Source: an optimization exercise on an open RTL-to-GDS flow (aim: small area, a short achievable clock period and few clock cycles per item). Production flows keep margins and buffers that such runs may drop.
At most, simulation tests tie the RTL to the original design; equivalence was not proved.
For run 1, only the layout was checked, not whether the RTL still works.
Power and IR drop assume default switching activity.

## flow/design.v (module list and top-level ports; edited modules follow where they fit)
// module fc_1st_mac_engine: 2730 lines
module fc_1st_mac_engine #(
    parameter int Bit_width   = 16,
    parameter int Frac_bits   = 8,
    parameter int In_Len      = 32,
    parameter int Out_Len     = 16,
    parameter int Waddr_width = 8
) (
    input  logic                        CLK,
    input  logic                        RST_N,
    input  logic                        Start,
    output logic                        Busy,
    output logic                        Done,
    output logic                        Read_Enable,
    output logic [4:0]                  Read_Width,
    input  logic signed [Bit_width-1:0] data_in_0,
    input  logic signed [Bit_width-1:0] data_in_1,
    input  logic signed [Bit_width-1:0] data_in_2,
    input  logic signed [Bit_width-1:0] data_in_3,
    input  logic signed [Bit_width-1:0] data_in_4,
    output logic [Waddr_width-1:0]      Weight_Addr,
    input  logic signed [Bit_width-1:0] weight_in_0,
    input  logic signed [Bit_width-1:0] weight_in_1,
    input  logic signed [Bit_width-1:0] weight_in_2,
    input  logic signed [Bit_width-1:0] weight_in_3,
    input  logic signed [Bit_width-1:0] weight_in_4,
    output logic [3:0]                  Neuron_Idx,
    input  logic signed [Bit_width-1:0] bias_in,
    output logic                        Out_Valid,
    input  logic                        Out_Ready,
    output logic [Bit_width-1:0]        Out_Data
);
  // ...
==> flow/flow/run.sh <==
#!/bin/bash
# Layout flow: the standard synthesis, then a netlist pass that removes
# the inverters Yosys leaves between full adders (each fa cell may be replaced
# by its dual: same cell, inputs and outputs complemented; registers and
# every other cell keep their function), then the standard layout with the
# port buffers made of sky130_fd_sc_hd__buf_2 instead of the slow delay
# buffer the placer picks by default. Each tool's output goes to a log here.
set -euo pipefail
R="$PWD/orfs/results/$FLOW_PLATFORM/fc_1st_mac_engine/base"
bash standard.sh synth > make_synth.log 2>&1
cp "$R/1_2_yosys.v" "$R/1_2_yosys_std.v"
python3 flow/polarity.py "$R/1_2_yosys_std.v" "$R/1_2_yosys.v" > polarity.log 2>&1
rm -f "$R/1_synth.odb" "$R/1_synth.sdc"
bash standard.sh "BUFFER_PORTS_ARGS=-buffer_cell sky130_fd_sc_hd__buf_2" finish > make_finish.log 2>&1
==> flow/flow/polarity.py <==
#!/usr/bin/env python3
"""Remove needless inverters around full adders in a mapped sky130 netlist.

A full adder is self-dual: FA(~a, ~b, ~c) = (~sum, ~cout). Yosys's extract_fa
picks the polarity of each extracted adder on its own, which leaves an
inverter between many adder pairs. This script chooses, for every fa cell, to
keep it or to use its dual (same cell, all three inputs and both outputs
complemented), so that as few inverters as possible are needed, then rewires
the netlist: every old inverter is removed and at most one new inverter is
made per signal that some reader needs complemented. Registers, ports and all
other cells keep exactly the function they had.

usage: polarity.py IN.v OUT.v
"""
import re
import sys
from collections import defaultdict

INV_RE = re.compile(r"^sky130_fd_sc_hd__(clk)?inv_\d+$")
FA_RE = re.compile(r"^sky130_fd_sc_hd__fa_\d+$")
XOR_RE = re.compile(r"^sky130_fd_sc_hd__(xor2|xnor2)_(\d+)$")
OUT_PINS = {"X", "Y", "Q", "Q_N", "SUM", "COUT", "HI", "LO"}

src = open(sys.argv[1]).read()

# ---- parse: header (up to the first cell), cells, trailer ----
cell_re = re.compile(r"^  (\S+) (\\\S+ |\S+) \(\n(.*?)\n  \);\n", re.S | re.M)
pin_re = re.compile(r"^\s*\.(\w+)\((.*)\),?$")
cells = []
spans = []
for m in cell_re.finditer(src):
    typ, name, body = m.group(1), m.group(2), m.group(3)
    pins = []
    for line in body.split("\n"):
        pm = pin_re.match(line)
        assert pm, (name, line)
        net = pm.group(2).strip()
        assert "{" not in net and "'" not in net, (name, net)
        pins.append((pm.group(1), net))
    cells.append([typ, name, pins])
    spans.append((m.start(), m.end()))
assert cells
head = src[:spans[0][0]]
tail = src[spans[-1][1]:]
assert tail.strip() == "endmodule", tail[:200]
# everything between cells must be blank
for (s0, e0), (s1, e1) in zip(spans, spans[1:]):
    assert src[e0:s1].strip() == "", src[e0:s1][:200]

ports = set()
for m in re.finditer(r"^\s*(input|output|inout)\s+(\[[^\]]+\]\s*)?(\S+);", head, re.M):
    rng, nm = m.group(2), m.group(3)
    if rng:
        hi, lo = [int(x) for x in rng.strip()[1:-1].split(":")]
        for i in range(min(hi, lo), max(hi, lo) + 1):
            ports.add(f"{nm}[{i}]")
    ports.add(nm)

# ---- inverters: out -> (in) ----
inv_of = {}       # inverter output net -> input net
inv_cells = set()
for i, (typ, name, pins) in enumerate(cells):
    if INV_RE.match(typ):
        d = dict(pins)
        out = d.get("Y")
        if out is None or out in ports:
            continue        # keep inverters that drive ports
        inv_of[out] = d["A"]
        inv_cells.add(i)


def root(net):
    """(root net, polarity) of a net seen through removable inverters."""
    pol = 0
    seen = 0
    while net in inv_of:
        net = inv_of[net]
        pol ^= 1
        seen += 1
        assert seen < 100
    return net, pol


driver = {}   # net -> cell index
for i, (typ, name, pins) in enumerate(cells):
    for p, n in pins:
        if p in OUT_PINS:
            driver[n] = i

fa_cells = [i for i, c in enumerate(cells) if FA_RE.match(c[0])]
is_fa = set(fa_cells)
is_xor = set(i for i, c in enumerate(cells) if XOR_RE.match(c[0]))
flippable = is_fa | is_xor   # an xor/xnor can also give either output polarity

# consumers of each root: list of (cell index or None for port, pin, pol)
cons = defaultdict(list)
for i, (typ, name, pins) in enumerate(cells):
    if i in inv_cells:
        continue
    for p, n in pins:
        if p in OUT_PINS:
            continue
        r, pol = root(n)
        cons[r].append((i, p, pol))
for n in ports:
    if n in inv_of:
        r, pol = root(n)
        cons[r].append((None, n, pol))

flip = defaultdict(int)


def need_inv(r):
    d = driver.get(r)
    fd = flip[d] if d in flippable else 0
    for (c, p, pol) in cons[r]:
        if c in is_xor:
            continue        # an xor/xnor absorbs an inverted input
        fc = flip[c] if (c is not None and c in is_fa) else 0
        if pol ^ fc ^ fd:
            return 1
    return 0


def fa_roots(i):
    """Roots whose cost depends on the flip of fa cell i."""
    rs = set()
    for p, n in cells[i][2]:
        if p in OUT_PINS:
            rs.add(n)
        elif i in is_fa:
            rs.add(root(n)[0])
    return rs


before = sum(need_inv(r) for r in cons)

adj = defaultdict(list)
for r, lst in cons.items():
    d = driver.get(r)
    if d not in flippable:
        continue
    for (c, p, pol) in lst:
        if c is not None and c in is_fa:
            adj[d].append((c, pol))
            adj[c].append((d, pol))
comp_of = {}
comps = []
for s0 in sorted(flippable):
    if s0 in comp_of:
        continue
    comp = [s0]
    comp_of[s0] = len(comps)
    flip[s0] = 0
    k0 = 0
    while k0 < len(comp):
        u = comp[k0]
        k0 += 1
        for v, pol in adj[u]:
            if v not in comp_of:
                comp_of[v] = len(comps)
                flip[v] = flip[u] ^ pol
                comp.append(v)
    comps.append(comp)
for comp in comps:
    rs = set()
    for i in comp:
        rs |= fa_roots(i)
    c0 = sum(need_inv(r) for r in rs)
    for i in comp:
        flip[i] ^= 1
    c1 = sum(need_inv(r) for r in rs)
    if c1 >= c0:
        for i in comp:
            flip[i] ^= 1
propagated = sum(need_inv(r) for r in cons)

improved = True
rounds = 0
while improved and rounds < 50:
    improved = False
    rounds += 1
    for i in sorted(flippable):
        rs = fa_roots(i)
        c0 = sum(need_inv(r) for r in rs)
        flip[i] ^= 1
        c1 = sum(need_inv(r) for r in rs)
        if c1 < c0:
            improved = True
        else:
            flip[i] ^= 1
after = sum(need_inv(r) for r in cons)

# ---- rewrite ----
newinv = {}   # root -> complemented net name
k = 0
for r in sorted(cons):
    if need_inv(r):
        newinv[r] = f"_pol{k}_"
        k += 1

removed_nets = set(inv_of.keys())
ntoggle = [0]
out_cells = []
for i, (typ, name, pins) in enumerate(cells):
    if i in inv_cells:
        continue
    newpins = []
    toggle = 0
    for p, n in pins:
        if p not in OUT_PINS:
            r, pol = root(n)
            d = driver.get(r)
            fd = flip[d] if d in flippable else 0
            fc = flip[i] if i in is_fa else 0
            if i in is_xor:
                toggle ^= pol ^ fd
                n = r
            else:
                n = newinv[r] if (pol ^ fc ^ fd) else r
        newpins.append((p, n))
    if i in is_xor:
        toggle ^= flip[i]
    if toggle:
        m = XOR_RE.match(typ)
        if m.group(1) == "xor2":
            typ = f"sky130_fd_sc_hd__xnor2_{m.group(2)}"
            newpins = [("Y" if p == "X" else p, n) for p, n in newpins]
        else:
            typ = f"sky130_fd_sc_hd__xor2_{m.group(2)}"
            newpins = [("X" if p == "Y" else p, n) for p, n in newpins]
        ntoggle[0] += 1
    out_cells.append((typ, name, newpins))
for r, nn in newinv.items():
    out_cells.append(("sky130_fd_sc_hd__inv_1", f"{nn}inv", [("A", r), ("Y", nn)]))

# ports driven through an inverter that was removed cannot happen: those
# inverters were kept above.
decl = "".join(f"  wire {nn};\n" for nn in newinv.values())
# drop declarations of removed scalar inverter nets
head_lines = []
for line in head.split("\n"):
    m = re.match(r"^\s*wire\s+(\S+);\s*$", line)
    if m and m.group(1) in removed_nets:
        continue
    head_lines.append(line)
head = "\n".join(head_lines)


def fmt(typ, name, pins):
    body = ",\n".join(f"    .{p}({n + ' ' if n.startswith(chr(92)) else n})" for p, n in pins)
    return f"  {typ} {name} (\n{body}\n  );\n"


with open(sys.argv[2], "w") as f:
    f.write(head + decl + "".join(fmt(*c) for c in out_cells) + tail)

nflip = sum(1 for i in fa_cells if flip[i])
print(f"polarity: {len(fa_cells)} fa cells, {nflip} flipped, inverters "
      f"{len(inv_cells)} removable -> {len(newinv)} new "
      f"(root count {before} -> {propagated} -> {after}, {len(comps)} groups), {rounds} rounds, "
      f"{ntoggle[0]} xor/xnor swapped")

==> flow/standard.sh <==
#!/bin/bash
# synth_recipe.tcl (not shown) runs the flow's synth.tcl, then flattens the netlist and writes it again
# the make line also repeats each setting of config.mk as NAME=value (left out here)
make -C /OpenROAD-flow-scripts/flow DESIGN_CONFIG=/design/flow/config.mk WORK_HOME=/design/flow/orfs CLKGATE_MAP_FILE= SYNTH_SCRIPT=/design/flow/synth_recipe.tcl "${@:-finish}"
==> flow/config.mk <==
export PLATFORM = sky130hd
export DESIGN_NAME = fc_1st_mac_engine
export DESIGN_NICKNAME = fc_1st_mac_engine
export VERILOG_FILES = /design/flow/design.v
export SDC_FILE = /design/flow/constraint.sdc
export NUM_CORES = 4
export LEC_CHECK = 0
export CAP_MARGIN = 20
export CORE_MARGIN = 2
export CORE_UTILIZATION = 40
export CTS_CLUSTER_DIAMETER = 100
export CTS_CLUSTER_SIZE = 24
export SLEW_MARGIN = 70
==> flow/constraint.sdc <==
create_clock -name core_clock -period 12.5 [get_ports {CLK}]
set_input_delay 2.5000 -clock core_clock [delete_from_list [all_inputs] [get_ports {CLK}]]
set_output_delay 2.5000 -clock core_clock [all_outputs]
set_load 0.01 [all_outputs]
==> run notes, run 1 <==
Post-place setup slack: 8.52 ns
Core area: 109,000 um2
Run status: finished clean
Syn avg cell area: 11.2 um2
Number of placed cells counting well taps: 5,179
Comb power: 0.0102 W
Launching point of the worst reg2reg path: xr1[9]
Int Pwr: 0.00775 W
Number of failing hold endpoints at the final stage: 0
Final Setup Violations: 0
Area of placed instances: 46,200 um2
FF-to-FF setup slack: 8.95 ns
Largest clock skew in the final design: 0.0278 ns
Buffer count excluding the clock tree in the final layout: 254
Largest registers: pr (178), acc0 (37), acc1 (37)
Max VDD drop: 0.210 mV
Number of stages on the worst hold path: 1
Worst setup margin: 8.73 ns
Count of multi-input gates: 2,830
Crit path buf inv count: 1
Leakage power total: 18.0 nW
Sequential-cell power consumption: 0.00324 W
Number of global-route vias before repair: 30,787
Detailed route wirelength on metal2: 66,400 um
Vertical die dimension: 334 um
Achievable Freq: 0.265 GHz
Starting density of the core: 0.402
Worst setup path end: Out_Data[8]
M3 GR Usage: 0.0811
P&R area growth vs syn: 8.18%
Largest register FFs: 178
Area occupied by multi-input gates: 30,900 um2
Global-route track usage on met2: 0.418
Count of input and output buffers: 216
H-Tree Depth: 1
Syn. warnings: 1,549
Endpoint of the worst-slack reg-to-reg timing path: pr[32]
Clock Latency Late Sink: 0.68 ns
Switching power share of the total: 0.470
Unrepaired setup endpoints after global routing: false
==> inputs of run 2 (changes only) <==
--- a/flow/design.v
+++ b/flow/design.v
@@ -139,18 +139,20 @@
             t1_last  <= issuing & (step == 3'd6) & ~conflict;
             t2_first <= t1_first & ~conflict;
             t2_nfirst <= ~(t1_first & ~conflict);    
             t2_last  <= t1_last & ~conflict;
             t3_last  <= t2_last & ~conflict;
             t4_last  <= t3_last & ~conflict;
         end
     end
+    logic [15:0] out_hold;
     always_ff @(posedge CLK) begin
-        if (commit) out_q <= result;
+        if (commit) out_hold <= result;
+        out_q <= empty_q ? result : out_hold;
     end
     logic [15:0] xr0, xr1, xr2, xr3, xr4;
     logic [23:0] be0, be1, be2, be3, be4;
     logic [23:0] ben0, ben1, ben2, ben3, ben4;
     logic [177:0] pr;
     logic [36:0] acc0, acc1, accg0, accg1, acc_n0, acc_n1;
     always_ff @(posedge CLK) begin
         xr0 <= data_in_0;
==> run 2 against run 1 <==
Against the previous run:
- via count is 0.49% lower
- clock-buffer cell count rose by 5
- clock power increased by 13%
- fmax up 4.2%
- clock skew increased by 0.035 ns
- sequential power rose by 2%
- wire length up 0.38%
- setup slack improved by 0.15 ns
==> run notes, run 2 <==
Worst setup margin: 8.89 ns (+0.152 ns)
Hold buffer count at CTS: 0
Count of input and output buffers: 216 (unchanged)
Design area: 47,700 um2
DP HPWL: 127,000 um
Initial antenna violation count: 4
Floorplan row count: 121
Worst min path class: register to register
Pin count of the biggest net entering global routing: 38
Clock transition at the registers of the reported paths: 0.08 ns
Via-per-instance ratio: 5.78
Unrepaired setup endpoints after global routing: false
Commonest non-fill, non-tap cells in the layout: fa_1, a22oi_1, xnor2_1
Syn. warnings: 1,549 (unchanged)
Most common cell after layout, fill and taps aside: fa_1
Max VDD drop: 0.184 mV (-13%)
Slowest cell delay on critical path: 0.35 ns
Number of placed cells counting well taps: 5,172 (-0.14%)
Crit end category: primary output
Area of the die: 112,000 um2
Post-route non-filler standard cell count: 5,240
Final critical-path required period: 3.61 ns
Critical-path cell list: buf_2
Final layout net count: 4,827
Count of unresolved DRC violations after routing: 0
Number of global-route vias before repair: 30,961 (+0.57%)
CP max-delay cell: dfxtp_1
Number of sinks on the clock net: 572
Startpoint type of the worst setup path: register
Largest register FFs: 178 (unchanged)
Number of failing hold endpoints at the final stage: 0 (unchanged)
Post-CTS Repair Setup Buffers: 0
Post-synthesis cell area: 43,900 um2
Crit path buf inv count: 1 (unchanged)
Fraction of final layout cells with drive strength greater than 1: 0.152
Clock Path Buffers: 3
Filler Cell Count: 10,193
Mapped Cells: 3,878
Final Setup Violations: 0 (unchanged)
Number of buffers created by CTS: 35
Ratio of final minimum period to clock period: 0.289
Type of the worst setup path: register to primary output
Starting density of the core: 0.403 (+0.000490)
Slew at the pin closest to its max-slew limit: 0.495 ns
Count of routing violations after the opening detailed-route iteration: 3,906
Maximum fanout count along the critical path: 1
Clock Latency Late Sink: 0.67 ns (about the same)
FF-to-FF setup slack: 8.96 ns (about the same)
Total power divided by cell area: 311 nW/um2
Routed Wire Length: 159,000 um
Total Neg Setup Slack: 0 ns
Area of placed instances: 46,300 um2 (+0.31%)
Placer Congestion: 1.04
Tot GR Track Use: 0.284
Critical path required time: 10.00 ns
First-pass GRT wire length: 228,000 um
Largest delay contributor family on the critical path: flip-flops
Vertical die dimension: 335 um (+0.20%)
Count of pins on the block boundary: 217
Antenna violation net count after detailed routing: 0
CTS tree: built
Top reg by flops: pr
Maximum Capacitance Violations: 0
Achievable Freq: 0.277 GHz (+4.2%)
Max-slew violation count: 0
Post-place setup slack: 8.53 ns (+0.0147 ns)
Crit path DAT: 1.11 ns
Cells resized by post-CTS repair: 0
Congestion Overflow GR: 0
H-Tree Depth: 2 (+1)
Leakage power total: 18.2 nW (+0.73%)
Synthesized netlist net count: 4,905
Largest clock skew in the final design: 0.0627 ns (+0.0349 ns)
Drt pass-1 iters: 7
Syn avg cell area: 11.3 um2 (+0.61%)
P&R area growth vs syn: 8.72%
Routed vias: 30,295
Worst rel slew slack: 0.669
Run status: finished clean
Floorplan die width: 335 um
Largest registers: pr (178), acc0 (37), acc1 (37)
Routed wire per std cell: 30.3 um
Core area: 109,000 um2 (+0.28%)
Root buffer cell: clkbuf_16
[run 2: cell types whose count changed in the layout (fill, tap and decap cells not counted), sizes merged, moves of 4 or more]
cell,before,now
dfxtp,540,556
mux2,0,16
a21o,21,7
clkbuf,41,47
nor2,80,86
buf,252,256
inv,133,129
nand4,13,9
[run 2: path summary, 6_finish.rpt]
check           start  depth (start not counted)             end
min reg2reg   t1_last                          1         t2_last
max reg2reg   be0[14]                          6          pr[49]
min           t1_last                          1         t2_last
max          row_q[1]                          1  Weight_Addr[1]
[run 2: layout make-up]
cell class	count	area (um2)	area share
clock buffer	46	971	0.0204
antenna	1	2.50	0.0000525
tap	1414	1770	0.0371
multi-input combinational	2810	30800	0.646
clock inverter	16	225	0.00472
sequential	572	12000	0.251
inverter	122	463	0.00971
timing repair buffer	259	1460	0.0305
[run 2: stage by stage]
stage          hold slack [ns]  total power, W   util
6_report                 0.468          0.0148  0.438
5_1_grt                  0.492          0.0164  0.438
4_1_cts                  0.472          0.0149  0.436
3_5_place_dp             0.451          0.0135  0.425
3_3_place_gp             0.440          0.0131  0.418
2_1_floorplan            0.432         0.00973      -
[run 2: where the power goes]
part / internal [W] / total, W / leakage, nW / switching, W
sequential: 0.00276 / 0.00331 / 4.84 / 0.000554
combinational: 0.00455 / 0.0102 / 12.7 / 0.00563
clock: 0.000603 / 0.00133 / 0.578 / 0.000729
total: 0.00791 / 0.0148 / 18.2 / 0.00692
[run 2: layer usage]
metal,global-route usage,share of wire,vias to the layer above
li1,-,-,12639
met1,0.369,0.39,15303
met2,0.417,0.42,1944
met3,0.106,0.13,401
met4,0.140,0.061,8
met5,0,0.00079,-
Testbench counts of run 2, summed over its fixed seeds: cycles 7,560, items 1,024.
==> inputs of run 3 (changes only) <==
--- a/flow/config.mk
+++ b/flow/config.mk
@@ -8,5 +8,5 @@
 export CAP_MARGIN = 20
 export CORE_MARGIN = 2
-export CORE_UTILIZATION = 40
+export CORE_UTILIZATION = 65
 export CTS_CLUSTER_DIAMETER = 100
 export CTS_CLUSTER_SIZE = 24
==> run 3 against run 2 <==
Against the previous run:
- still clean
- fmax shrank 0.88%
- clock-buffer cell count shrank 5
- design area shrank 2.2%
- first-iteration DRC count grew 26%
- via count grew 4.5%
- die area shrank 38%
- hold slack gained 0.0022 ns
- sequential power is essentially flat
- utilization grew 26 points
- critical path type unchanged
==> run notes, run 3 <==
Post-synthesis cell area: 43,900 um2 (unchanged)
Worst min path class: register to register
Number of global-route vias before repair: 32,929 (+6.4%)
Most common cell after layout, fill and taps aside: fa_1
Via-per-instance ratio: 6.76 (+17%)
Hold buffer count at CTS: 0 (unchanged)
H-Tree Depth: 1 (-1)
Initial antenna violation count: 5 (+1)
Highest-utilization routing layer at the global route stage: met2
Number of failing hold endpoints at the final stage: 0 (unchanged)
Pin count of the biggest net entering global routing: 38 (unchanged)
Total power consumption of the routed design: 0.0150 W (+1.1%)
Antenna violation net count after detailed routing: 0 (unchanged)
Largest clock skew in the final design: 0.0253 ns (-0.0374 ns)
M3 GR Usage: 0.166 (+0.0601)
Total power divided by cell area: 321 nW/um2 (+3.4%)
Core area: 66,900 um2 (-39%)
Ratio of final minimum period to clock period: 0.292 (+0.00255)
Final Setup Violations: 0 (unchanged)
Clock transition at the registers of the reported paths: 0.09 ns (about the same)
Count of input and output buffers: 216 (unchanged)
CP max-delay cell: dfxtp_1
Clock Path Buffers: 3 (unchanged)
Slowest cell delay on critical path: 0.33 ns (-0.02 ns)
Placer Congestion: 1.12 (+7.8%)
P&R area growth vs syn: 6.37%
Routed Wire Length: 156,000 um (-1.6%)
Max-slew violation count: 0 (unchanged)
Count of routing violations after the opening detailed-route iteration: 4,922 (+26%)
Crit end category: primary output
Maximum fanout count along the critical path: 1 (unchanged)
Cells resized by post-CTS repair: 0 (unchanged)
Achievable Freq: 0.274 GHz (-0.88%)
Fraction of final layout cells with drive strength greater than 1: 0.147 (-0.00480)
Routed wire per std cell: 33.3 um (+10%)
DP HPWL: 124,000 um (-1.8%)
Largest delay contributor family on the critical path: flip-flops
Root buffer cell: clkbuf_16
Starting density of the core: 0.655 (+0.252)
Final-layout worst hold slack: 0.470 ns (+0.00220 ns)
Worst rel slew slack: 0.651 (-0.0181)
Run status: finished clean
Clock Latency Late Sink: 0.68 ns (about the same)
Mapped Cells: 3,878 (unchanged)
Syn. warnings: 1,549 (unchanged)
Post-CTS Repair Setup Buffers: 0 (unchanged)
Unrepaired setup endpoints after global routing: false
Largest register FFs: 178 (unchanged)
Critical path required time: 10.00 ns (about the same)
Met1 track utilization from global routing: 0.577 (+0.207)
Leakage power total: 18.0 nW (-0.82%)
Maximum Capacitance Violations: 0 (unchanged)
Top reg by flops: pr
Critical-path cell list: buf_2
Commonest non-fill, non-tap cells in the layout: fa_1, a22oi_1, xnor2_1
Vertical die dimension: 264 um (-21%)
Total Neg Setup Slack: 0 ns (unchanged)
Max VDD drop: 0.302 mV (+64%)
Global-route track usage on met2: 0.678 (+0.261)
Largest registers: pr (178), acc0 (37), acc1 (37)
Number of antenna repair diodes: 0 (-1)
Count of pins on the block boundary: 217 (unchanged)
Area of the die: 69,600 um2 (-38%)
Number of buffers created by CTS: 31 (-11%)
Routed vias: 31,650 (+4.5%)
Drt pass-1 iters: 10 (+3)
Final layout net count: 4,818 (-0.19%)
Type of the worst setup path: register to primary output
Number of sinks on the clock net: 572 (unchanged)
Count of unresolved DRC violations after routing: 0 (unchanged)
Startpoint type of the worst setup path: register
Crit path DAT: 1.15 ns (+0.04 ns)
Slew at the pin closest to its max-slew limit: 0.522 ns (+0.0273 ns)
CTS tree: built
Final critical-path required period: 3.65 ns (+0.0319 ns)
Floorplan row count: 95 (-21%)
First-pass GRT wire length: 226,000 um (-0.90%)
Synthesized netlist net count: 4,905 (unchanged)
Floorplan die width: 264 um (-21%)
Congestion Overflow GR: 0 (unchanged)
Syn avg cell area: 11.3 um2 (unchanged)
Crit path buf inv count: 1 (unchanged)
Tot GR Track Use: 0.452 (+0.168)
## run 3: layout make-up
cell class,count,area (um2)
clock buffer,41,823
sequential,572,11900
multi-input combinational,2810,30800
clock inverter,8,120
tap,873,1090
inverter,122,460
timing repair buffer,254,1390
fill,4829,20300
## run 3: final timing paths
kind | startpoint | end | slack, ns | cells past startpoint
worst min register to register | t3_last | t4_last | 0.47 | 1
worst max-delay path | rw_q[1] | Read_Width[1] | 8.85 | 1
worst max register to register | xr4[15] | pr[128] | 8.92 | 6
worst min-delay path | t3_last | t4_last | 0.47 | 1
## run 3: metal layers
metal	routed length, um	share of wire	vias up
met5	45	0.00029	-
met4	11200	0.072	8
met3	22400	0.14	570
met2	67400	0.43	2425
met1	54900	0.35	16022
li1	-	-	12625
## run 3: stage by stage
step / cell area, um2 / setup slack (ns) / utilization / cells
final: 46600 / 8.85 / 0.697 / 4680
after detailed placement: 45500 / 8.54 / 0.679 / 4627
after global routing: 46600 / 8.83 / 0.697 / 4680
after CTS: 46400 / 8.84 / 0.693 / 4676
after floorplan: 43900 / 8.76 / - / 3878
after global placement: 44800 / 8.51 / 0.670 / 4622
## run 3: report_power, final
| group | internal (W) | leakage (nW) | switching (W) |
|---|---|---|---|
| clock | 0.000480 | 0.452 | 0.000676 |
| combinational | 0.00465 | 12.7 | 0.00587 |
| sequential | 0.00276 | 4.83 | 0.000565 |

==> static timing again, ports no longer ideal <==
Ports are ideal in the flow. The routed layouts listed here were re-timed in OpenROAD. Step 1, drivers: a clkbuf_16 drives CLK and a buf_2 each remaining input, both assumed. Step 2 adds t to the input delays and takes it off the output delays; t is the mean of the earliest and latest rising clock arrival at the registers after step 1. Input paths then give back, and output paths get back, about the clock's delay inside the block. Three values: no drivers, after step 1, after step 2; two values: the first two.
run	shift t [ns]	slack for setup (ns)	hold slack, ns	worst register clock-pin slew, ns	worst slew at a driven data input, ns
run 1	0.739	8.733 / 8.661 / 8.455	0.471 / 0.471 / 0.471	0.11 / 0.11	0.10
run 2	0.715	8.886 / 8.812 / 8.482	0.468 / 0.468 / 0.468	0.10 / 0.10	0.09
run 3	0.733	8.854 / 8.788 / 8.493	0.470 / 0.470 / 0.470	0.11 / 0.11	0.07
After both steps setup and hold are still met in every run listed. The setup slack of run 2, which loses most, moves by -0.074 ns with the drivers and by -0.404 ns with both steps.
